From an optimization exercise on the open Yosys and OpenROAD flow, aimed at small area, a short achievable clock period and few clock cycles per item; shortcuts taken in it are not production practice. Only simulation tests tie the RTL to the original design; equivalence was not proved. Power figures rest on the tool's default switching activity, not on a simulated workload.

<file path="design.v">
package dcmps_pkg;
  typedef enum logic [2:0] {
    MODE_IDLE    = 3'd0,
    MODE_MOVING  = 3'd1,
    MODE_HOMING  = 3'd2,
    MODE_SETTLED = 3'd3,
    MODE_FAULT   = 3'd4
  } mode_t;
  typedef enum logic [1:0] {
    CMD_TICK    = 2'd0,
    CMD_MOVE    = 2'd1,
    CMD_HOME    = 2'd2,
    CMD_UNKNOWN = 2'd3
  } cmd_t;
  typedef enum logic [3:0] {
    REG_CAL         = 4'd0,
    REG_STOP_BAND   = 4'd1,
    REG_REARM_BAND  = 4'd2,
    REG_STALL_WIN   = 4'd3,
    REG_HOME_GRACE  = 4'd4,
    REG_HOME_SETTLE = 4'd5,
    REG_ENC_WIDE    = 4'd6,
    REG_POLARITY    = 4'd7
  } cfg_reg_t;
  localparam int unsigned CFG_IDX_W = 4;
  localparam int unsigned IN_DATA_W = 104;
  localparam int unsigned OUT_DATA_W = 40;
  localparam int unsigned TGT_W = 18;
  localparam logic [31:0] RUN_TIMEOUT_MS     = 32'd200000;
  localparam logic [31:0] PROGRESS_MIN_COUNT = 32'd10;
  localparam logic [31:0] HOME_MOTION_MAX    = 32'd3;
  localparam logic signed [31:0] NARROW_LIMIT = 32'sd30000;
  localparam logic [31:0] NARROW_SPAN = 32'd65536;
  localparam logic [15:0] CAL_RESET         = 16'd20462;
  localparam logic [15:0] STOP_BAND_RESET   = 16'd20;
  localparam logic [15:0] REARM_BAND_RESET  = 16'd60;
  localparam logic [15:0] STALL_WIN_RESET   = 16'd1500;
  localparam logic [15:0] HOME_GRACE_RESET  = 16'd3000;
  localparam logic [15:0] HOME_SETTLE_RESET = 16'd1200;
  localparam logic [3:0]  ENC_WIDE_RESET    = 4'd9;
  localparam logic [1:0]  POLARITY_RESET    = 2'd3;
endpackage
module dc_motor_position_supervisor_core #(
  parameter int MOTORS = 4,
  parameter int MAX_MM = 600
) (
  input  logic                                clk,
  input  logic                                rst_n,
  input  logic [dcmps_pkg::IN_DATA_W-1:0]     in_tdata,
  input  logic [1:0]                          in_tuser,
  input  logic                                in_tvalid,
  output logic                                in_tready,
  output logic [dcmps_pkg::OUT_DATA_W-1:0]    out_tdata,
  output logic                                out_tvalid,
  input  logic                                out_tready,
  input  logic                                cfg_valid,
  output logic                                cfg_ready,
  input  logic [dcmps_pkg::CFG_IDX_W-1:0]     cfg_index,
  input  logic [15:0]                         cfg_data
);
  localparam int MM_W = $clog2(MAX_MM + 1);
  localparam int PROD_W = MM_W + 16;
  localparam logic [MM_W-1:0] MAX_MM_V = MM_W'(MAX_MM);
  function automatic logic [31:0] mag_diff(input logic [31:0] a, input logic [31:0] b);
    logic [31:0] d;
    d = a - b;
    mag_diff = d[31] ? (32'd0 - d) : d;
  endfunction
  logic [15:0] cal_r, stop_band_r, rearm_band_r, stall_win_r, home_grace_r, home_settle_r;
  logic [3:0]  enc_wide_r;
  logic [1:0]  polarity_r;
  assign cfg_ready = 1'b1;
  always_ff @(posedge clk) begin
    if (!rst_n) begin
      cal_r         <= dcmps_pkg::CAL_RESET;
      stop_band_r   <= dcmps_pkg::STOP_BAND_RESET;
      rearm_band_r  <= dcmps_pkg::REARM_BAND_RESET;
      stall_win_r   <= dcmps_pkg::STALL_WIN_RESET;
      home_grace_r  <= dcmps_pkg::HOME_GRACE_RESET;
      home_settle_r <= dcmps_pkg::HOME_SETTLE_RESET;
      enc_wide_r    <= dcmps_pkg::ENC_WIDE_RESET;
      polarity_r    <= dcmps_pkg::POLARITY_RESET;
    end else if (cfg_valid) begin
      case (cfg_index)
        dcmps_pkg::REG_CAL:         cal_r         <= cfg_data;
        dcmps_pkg::REG_STOP_BAND:   stop_band_r   <= cfg_data;
        dcmps_pkg::REG_REARM_BAND:  rearm_band_r  <= cfg_data;
        dcmps_pkg::REG_STALL_WIN:   stall_win_r   <= cfg_data;
        dcmps_pkg::REG_HOME_GRACE:  home_grace_r  <= cfg_data;
        dcmps_pkg::REG_HOME_SETTLE: home_settle_r <= cfg_data;
        dcmps_pkg::REG_ENC_WIDE:    enc_wide_r    <= cfg_data[3:0];
        dcmps_pkg::REG_POLARITY:    polarity_r    <= cfg_data[1:0];
        default: ;   
      endcase
    end
  end
  logic        in_valid_r;
  logic [1:0]        in_cmd_r;
  logic [1:0]  in_motor_r;
  logic [15:0] in_mm_r, in_delay_r;
  logic [31:0] in_now_r, in_raw_r;
  logic        out_valid_r;
  logic        advance;
  assign advance   = in_valid_r && (!out_valid_r || out_tready);
  assign in_tready = !in_valid_r || advance;
  always_ff @(posedge clk) begin
    if (!rst_n) begin
      in_valid_r <= 1'b0;
    end else if (in_tready) begin
      in_valid_r <= in_tvalid;
    end
  end
  always_ff @(posedge clk) begin
    if (in_tready && in_tvalid) begin
      in_cmd_r   <= in_tuser;
      in_motor_r <= in_tdata[1:0];
      in_mm_r    <= in_tdata[17:2];
      in_delay_r <= in_tdata[33:18];
      in_now_r   <= in_tdata[65:34];
      in_raw_r   <= in_tdata[97:66];
    end
  end
  logic [31:0]      pos_r   [MOTORS];
  logic [31:0]      last_r  [MOTORS];
  logic [dcmps_pkg::TGT_W-1:0] tgt_r   [MOTORS];
  logic [2:0]            mode_r  [MOTORS];
  logic [31:0]      start_r [MOTORS];
  logic [31:0]      refc_r  [MOTORS];
  logic [31:0]      reft_r  [MOTORS];
  logic             motor_ok;
  logic [31:0]      pos_cur, last_cur, start_cur, refc_cur, reft_cur;
  logic [dcmps_pkg::TGT_W-1:0] tgt_cur;
  logic [2:0]            mode_cur;
  assign motor_ok = int'({1'b0, in_motor_r}) < MOTORS;
  always_comb begin
    pos_cur   = '0;
    last_cur  = '0;
    tgt_cur   = '0;
    mode_cur  = dcmps_pkg::MODE_IDLE;
    start_cur = '0;
    refc_cur  = '0;
    reft_cur  = '0;
    for (int i = 0; i < MOTORS; i++) begin
      if (int'({1'b0, in_motor_r}) == i) begin
        pos_cur   = pos_r[i];
        last_cur  = last_r[i];
        tgt_cur   = tgt_r[i];
        mode_cur  = mode_r[i];
        start_cur = start_r[i];
        refc_cur  = refc_r[i];
        reft_cur  = reft_r[i];
      end
    end
  end
  logic        wide;
  logic [31:0] enc_cur, dif_raw, dif_fix, pos_ext, last_ext;
  assign wide    = enc_wide_r[in_motor_r];
  assign enc_cur = wide ? in_raw_r : {{16{in_raw_r[15]}}, in_raw_r[15:0]};
  assign dif_raw = enc_cur - last_cur;
  always_comb begin
    dif_fix = dif_raw;
    if (!wide) begin
      if ($signed(dif_raw) > dcmps_pkg::NARROW_LIMIT) begin
        dif_fix = dif_raw - dcmps_pkg::NARROW_SPAN;
      end else if ($signed(dif_raw) < -dcmps_pkg::NARROW_LIMIT) begin
        dif_fix = dif_raw + dcmps_pkg::NARROW_SPAN;
      end
    end
  end
  assign pos_ext  = (dif_fix != 32'd0) ? pos_cur + dif_fix : pos_cur;
  assign last_ext = (dif_fix != 32'd0) ? enc_cur : last_cur;
  logic [MM_W-1:0]   mm_clamp;
  logic [PROD_W-1:0] mm_prod;
  logic [dcmps_pkg::TGT_W-1:0]  tgt_move;
  logic [31:0]       sched_start;
  always_comb begin
    if (in_mm_r[15]) begin
      mm_clamp = '0;
    end else if ({16'd0, in_mm_r} > 32'(MAX_MM)) begin
      mm_clamp = MAX_MM_V;
    end else begin
      mm_clamp = in_mm_r[MM_W-1:0];
    end
  end
  assign mm_prod     = PROD_W'(mm_clamp) * PROD_W'(cal_r);
  assign tgt_move    = dcmps_pkg::TGT_W'(mm_prod >> 8);
  assign sched_start = in_now_r + {16'd0, in_delay_r};
  logic [31:0] since, err, err_mag, prog, home_reft;
  logic        pending, mv_settle, run_tmo, mv_prog, stalled, home_moved, home_done;
  logic        fwd_move;
  assign since      = in_now_r - start_cur;
  assign pending    = (mode_cur == dcmps_pkg::MODE_MOVING || mode_cur == dcmps_pkg::MODE_HOMING) && since[31];
  assign err        = {{(32-dcmps_pkg::TGT_W){1'b0}}, tgt_cur} - pos_ext;
  assign err_mag    = err[31] ? (32'd0 - err) : err;
  assign mv_settle  = err_mag <= {16'd0, stop_band_r};
  assign run_tmo    = since > dcmps_pkg::RUN_TIMEOUT_MS;
  assign prog       = mag_diff(pos_ext, refc_cur);
  assign mv_prog    = prog >= dcmps_pkg::PROGRESS_MIN_COUNT;
  assign stalled    = !mv_prog && ((in_now_r - reft_cur) > {16'd0, stall_win_r});
  assign home_moved = prog > dcmps_pkg::HOME_MOTION_MAX;
  assign home_reft  = (home_moved || since <= {16'd0, home_grace_r}) ? in_now_r : reft_cur;
  assign home_done  = (since > {16'd0, home_grace_r}) &&
                      ((in_now_r - home_reft) > {16'd0, home_settle_r});
  assign fwd_move   = polarity_r[0] ? err[31] : (!err[31] && err != 32'd0);
  logic [31:0]      pos_nxt, last_nxt, start_nxt, refc_nxt, reft_nxt;
  logic [dcmps_pkg::TGT_W-1:0] tgt_nxt;
  logic [2:0]            mode_nxt;
  always_comb begin
    pos_nxt   = pos_cur;
    last_nxt  = last_cur;
    tgt_nxt   = tgt_cur;
    mode_nxt  = mode_cur;
    start_nxt = start_cur;
    refc_nxt  = refc_cur;
    reft_nxt  = reft_cur;
    case (in_cmd_r)
      dcmps_pkg::CMD_MOVE: begin
        tgt_nxt   = tgt_move;
        start_nxt = sched_start;
        mode_nxt  = dcmps_pkg::MODE_MOVING;
        refc_nxt  = pos_cur;
        reft_nxt  = sched_start;
      end
      dcmps_pkg::CMD_HOME: begin
        start_nxt = sched_start;
        mode_nxt  = dcmps_pkg::MODE_HOMING;
        refc_nxt  = pos_cur;
        reft_nxt  = sched_start;
      end
      dcmps_pkg::CMD_TICK: begin
        pos_nxt  = pos_ext;
        last_nxt = last_ext;
        if (!pending) begin
          case (mode_cur)
            dcmps_pkg::MODE_MOVING: begin
              if (mv_settle) begin
                mode_nxt = dcmps_pkg::MODE_SETTLED;
              end else if (run_tmo) begin
                mode_nxt = dcmps_pkg::MODE_FAULT;
              end else if (mv_prog) begin
                refc_nxt = pos_ext;
                reft_nxt = in_now_r;
              end else if (stalled) begin
                mode_nxt = dcmps_pkg::MODE_FAULT;
              end
            end
            dcmps_pkg::MODE_HOMING: begin
              reft_nxt = home_reft;
              if (home_moved) begin
                refc_nxt = pos_ext;
              end
              if (home_done) begin
                pos_nxt  = '0;
                last_nxt = enc_cur;
                tgt_nxt  = '0;
                mode_nxt = dcmps_pkg::MODE_SETTLED;
              end else if (run_tmo) begin
                mode_nxt = dcmps_pkg::MODE_FAULT;
              end
            end
            dcmps_pkg::MODE_SETTLED: begin
              if (err_mag > {16'd0, rearm_band_r}) begin
                mode_nxt  = dcmps_pkg::MODE_MOVING;
                start_nxt = in_now_r;
                refc_nxt  = pos_ext;
                reft_nxt  = in_now_r;
              end
            end
            default: ;   
          endcase
        end
      end
      default: ;   
    endcase
  end
  logic drive_fwd, drive_rev;
  always_comb begin
    drive_fwd = 1'b0;
    drive_rev = 1'b0;
    if (in_cmd_r == dcmps_pkg::CMD_TICK && !pending) begin
      case (mode_cur)
        dcmps_pkg::MODE_MOVING: begin
          if (!mv_settle && !run_tmo && !stalled) begin
            drive_fwd = fwd_move;
            drive_rev = !fwd_move;
          end
        end
        dcmps_pkg::MODE_HOMING: begin
          if (!home_done && !run_tmo) begin
            drive_fwd = polarity_r[1];
            drive_rev = !polarity_r[1];
          end
        end
        default: ;   
      endcase
    end
  end
  always_ff @(posedge clk) begin
    if (!rst_n) begin
      for (int i = 0; i < MOTORS; i++) begin
        pos_r[i]   <= '0;
        last_r[i]  <= '0;
        tgt_r[i]   <= '0;
        mode_r[i]  <= dcmps_pkg::MODE_IDLE;
        start_r[i] <= '0;
        refc_r[i]  <= '0;
        reft_r[i]  <= '0;
      end
    end else if (advance) begin
      for (int i = 0; i < MOTORS; i++) begin
        if (int'({1'b0, in_motor_r}) == i) begin
          pos_r[i]   <= pos_nxt;
          last_r[i]  <= last_nxt;
          tgt_r[i]   <= tgt_nxt;
          mode_r[i]  <= mode_nxt;
          start_r[i] <= start_nxt;
          refc_r[i]  <= refc_nxt;
          reft_r[i]  <= reft_nxt;
        end
      end
    end
  end
  logic [1:0]  out_motor_r;
  logic [2:0]       out_mode_r;
  logic        out_fwd_r, out_rev_r;
  logic [31:0] out_pos_r;
  always_ff @(posedge clk) begin
    if (!rst_n) begin
      out_valid_r <= 1'b0;
    end else if (advance) begin
      out_valid_r <= 1'b1;
    end else if (out_tready) begin
      out_valid_r <= 1'b0;
    end
  end
  always_ff @(posedge clk) begin
    if (advance) begin
      out_motor_r <= in_motor_r;
      out_mode_r  <= motor_ok ? mode_nxt : dcmps_pkg::MODE_IDLE;
      out_fwd_r   <= motor_ok && drive_fwd;
      out_rev_r   <= motor_ok && drive_rev;
      out_pos_r   <= motor_ok ? pos_nxt : 32'd0;
    end
  end
  assign out_tvalid = out_valid_r;
  assign out_tdata  = {1'b0, out_pos_r, out_rev_r, out_fwd_r, out_mode_r, out_motor_r};
endmodule
</file>
<file path="config.mk">
export PLATFORM = sky130hd
export DESIGN_NAME = dc_motor_position_supervisor_core
export DESIGN_NICKNAME = dc_motor_position_supervisor_core
export VERILOG_FILES = /design/flow/design.v
export SDC_FILE = /design/flow/constraint.sdc
export NUM_CORES = 4
export LEC_CHECK = 0
export CAP_MARGIN = 20
export CORE_MARGIN = 2
export CORE_UTILIZATION = 40
export SLEW_MARGIN = 20
</file>
<file path="run.sh">
#!/bin/bash
# synth_recipe.tcl (not shown) runs the flow's synth.tcl, then flattens the netlist and writes it again
# the make line also repeats each setting of config.mk as NAME=value (left out here)
make -C /OpenROAD-flow-scripts/flow DESIGN_CONFIG=/design/flow/config.mk WORK_HOME=/design/flow/orfs CLKGATE_MAP_FILE= SYNTH_SCRIPT=/design/flow/synth_recipe.tcl finish
</file>
<file path="constraint.sdc">
create_clock -name core_clock -period 22.0 [get_ports {clk}]
set_input_delay 4.4000 -clock core_clock [delete_from_list [all_inputs] [get_ports {clk}]]
set_output_delay 4.4000 -clock core_clock [all_outputs]
set_load 0.01 [all_outputs]
</file>
==> summary.txt <==
[state kept, by name, summed over array words and instances (netlist names), 32 cells and up]
name       cells
last_r       128
pos_r        128
refc_r       128
reft_r       128
start_r      128
tgt_r         72
in_now_r      32
in_raw_r      32
out_pos_r     32
[cell families after synthesis]
kind of cell,after synthesis,synth area share [%]
and+or+nand+nor,2105,15.49
other,2,0.01188
xor gates and xnor gates,228,3.204
muxes,288,8.188
buffers and inverters,1000,6.050
DFF,967,32.82
adders and majority gates,485,10.97
AOI/OAI and AO/OA,2340,23.26
[power groups by stage]
| stage | registers [uW] | clock network [uW] | logic [uW] |
|---|---|---|---|
| 6_report | 1900 | 1880 | 2340 |
| 5_1_grt | 1900 | 1990 | 2570 |
| 4_1_cts | 1900 | 1920 | 2290 |
| 3_5_place_dp | 1940 | 0 | 2270 |
| 3_3_place_gp | 1930 | 0 | 2230 |
| 2_1_floorplan | 1920 | 0 | 1580 |
[critical path: cells and delay by family, from the launching register on]
| kind | cells | cell delay (ns) |
|---|---|---|
| xor+xnor | 2 | 0.72 |
| flops | 1 | 0.40 |
| fa+ha+maj | 4 | 1.10 |
| simple gates | 27 | 6.32 |
| mux | 3 | 1.41 |
| compound gates | 41 | 8.75 |
| buf+inv | 8 | 1.56 |
[Yosys cell counts (all sizes together), types with 32 or more instances]
library cell and number:
clkbuf 407, edfxtp 139, and2 92, o21bai 38, nor2b 45, mux2 33
a32oi 32, o21ai 565, or3 44, a21boi 43, a221oi 62, a22o 36
mux2i 75, xor2 67, nand2b 53, and3 75, buf 68, a21oi 783
o31ai 45, fa 117, a211oi 265, ha 364, nand4 56, dfxtp 828
inv 523, nor4 33, a21o 62, nand2 781, o211ai 95, mux4 180
o21a 67, xnor2 159, nor3 113, a22oi 39, nor2 544, nand3 158
[layer usage]
layer	wire [microns]	up-vias	global-route usage, %	part of all wire [%]
met2	95100	1945	40.72	46
li1	-	26670	-	-
met3	12710	367	2.856	6.2
met4	8295	0	10.17	4.0
met1	90210	27270	33.05	44
met5	0	-	0	0
[metrics by stage]
step / area [sq um] / hold WS, ns / util [%] / cells
global route: 70950 / 0.4655 / 45.32 / 9514
finish: 70950 / 0.4497 / 45.32 / 9515
CTS: 70700 / 0.4506 / 45.16 / 9505
detailed placement: 66980 / 0.4429 / 42.78 / 9303
floorplan: 63220 / 0.4287 / - / 7415
global placement: 66940 / 0.4352 / 42.76 / 9301
[final cells by class]
| class | instances | area [sq um] | area share [%] |
|---|---|---|---|
| Tap cell | 2058 | 2575 | 3.629 |
| Multi-Input combinational cell | 5448 | 38970 | 54.93 |
| Sequential cell | 967 | 20750 | 29.25 |
| Inverter | 525 | 1978 | 2.788 |
| Clock buffer | 164 | 3254 | 4.587 |
| Clock inverter | 38 | 470.5 | 0.6631 |
| Antenna cell | 1 | 2.502 | 0.003527 |
| Timing Repair Buffer | 314 | 2950 | 4.158 |
[final timing paths]
path / from / endpoint / slack [ns] / depth (start not counted)
worst max-delay path: in_motor_r[0]$_DFFE_PP_ / last_r[1][6]$_SDFFE_PN0P_ / 1.46 / 85
worst min-delay path: reft_r[2][23]$_SDFFE_PN0P_ / reft_r[2][23]$_SDFFE_PN0P_ / 0.45 / 2
worst max register to register: in_motor_r[0]$_DFFE_PP_ / last_r[1][6]$_SDFFE_PN0P_ / 1.46 / 85
worst min register to register: reft_r[2][23]$_SDFFE_PN0P_ / reft_r[2][23]$_SDFFE_PN0P_ / 0.45 / 2
[repair_timing]
action,4_1_cts,5_1_grt
hold buffers,0,0
resized for setup,0,40
setup buffers,0,7
endpoints found under the setup margin,0,377
==> results.toml <==
[status]
status = "no timing/DRC/antenna violations"

[final_layout]
most_frequent_standard_cell_in_the_layout_excluding_fill_and_tap_cells = "dfxtp_1"
layout.cells.most_common_list = "828 x dfxtp_1, 778 x a21oi_1, 777 x nand2_1"
final_layout_size_suffix_gt1_share_pct = 8.959
layout-area-overhead-vs-synth_pct = 12.23
final_net_count = 7978
num-fill-cells = 15190

[synthesis]
synth_area_leaders = "dfxtp_1 26%, ha_1 7.2%, edfxtp_1 6.6%"
post_synth_inst_count = 7415
post_synth_num_cell_types = 120
postSynthRegisterBits = 967
synth.avg_cell_area_sq_um = 8.526
yosysWarnings = 8
cell_accounting_for_the_most_synthesized_area = "dfxtp_1"
synthesis.nets = 8027
synth.cell_area_sq_mm = 0.06322
synth_sequential_area_ratio_pct = 32.82
top_area_cell_type_share_of_the_netlist_area_pct = 26.22
asyncSetResetFlopFracSynth_pct = 0
synth-edff-count = 139
dominantRegCellSynth = "dfxtp_1"

[pwr]
clkPwrFrac_pct = 30.8
p_switching_uw = 2298
internal_power_uw = 3826
power.switching_fraction_pct = 37.52
p_seq_share_pct = 31.0
ir_worst_vdd_uv = 62.07
finalPower_uw = 6124
cellPowerDensity_mw_per_mm2 = 86.31
pwr-share-comb_pct = 38.2
total_leakage_power_uw = 0.02672

[placed_design]
place_congestion = 0.9407
dp_hpwl_mm = 144.1
dp_worst_setup_slack_ns = 0.5661
placement.io_buffers = 165

[sta]
fmax_mhz = 48.70
final_max_slew_viol_count = 0
slew_headroom_pct = 19.33
final.setup.worst_slack_ns = 1.464
fin_crit_sh_pct = 93.34
min_period_ns = 20.54
worst_clock_skew_ns = 0.06243
tns_ns = 0
final-hold-violation-count = 0
setup_violations_final = 0
worst-slew-pin-transition_ns = 1.208

[die]
die-width_microns = 401.6
start_util_pct = 40.38
die-area_sq_mm = 0.1612
fp.coreArea_sq_mm = 0.1566
die_height_microns = 401.6
placement_rows = 145
ioPinCount = 174

[global_routing]
grt_antenna_before_repair = 2
grt_first_pass_wirelength_mm = 317.5
gr-usage-all-layers_pct = 24.78
vias_in_the_first_global_route = 54320
overflow_after_grt = 0
grt_start_max_net_pins = 224

[route]
drt-initial-drc-count = 4630
vias_per_cell = 5.912
postRouteWirelength_mm = 206.3
ant_nets = 0
drt_first_pass_iters = 6
routed-via-count = 56250
drc = 0
wl_per_cell_microns = 21.68

[clock_tree]
clk_pin_slew_ns = 0.06
clock_tree.buffer_depth = 3
cts.root.buffer_cell = "clkbuf_16"
ctsHtreeMaxLevel = 3
worstSkewPairLatency_ns = 0.76
cts_inserted_buffers = 110
clock_sinks = 967
tritoncts = "built"

[worst_setup_path]
cp_slowest_stage_delay_ns = 0.69
crit_slowest_cell = "or4_1"
crit_path_max_fanout = 33
critPathRequiredTime_ns = 22.56
path_common_cell = "o21ai_0"
worstSetupPathType = "reg -> reg"
cp-end-kind = "flip-flop"
worst_ep_arrival_time_ns = 21.09
start_kind = "flip-flop"

[run]
drv_cap = 0

[worst_hold_path]
timing.hold.worst.class = "reg -> reg"
Testbench counts, summed over its fixed seeds: cycles 80,016, items 80,000.

==> port drivers added, routing unchanged <==
In the flow no input, the clock included, has a driving cell. The finished layout below was timed again as built, in two steps.
Step 1, drivers: a clkbuf_16 drives clk and a buf_2 each remaining input, both assumed.
Step 2, shift: input delay + t, output delay - t, t = (earliest + latest rising clock arrival at the registers) / 2. This alone moves slack from input paths to output paths.
Three values: no drivers, after step 1, after step 2; two values: the first two.
t (ns): 0.815
setup WS [ns]: 1.464 / 1.464 / 1.464
worst data-port slew with drivers (ns): 0.06
pins driven straight from the clock port: 1
After both steps setup and hold are still met in this run. For this run, drivers alone change the setup slack by 0.000 ns; drivers and shift together by 0.000 ns.
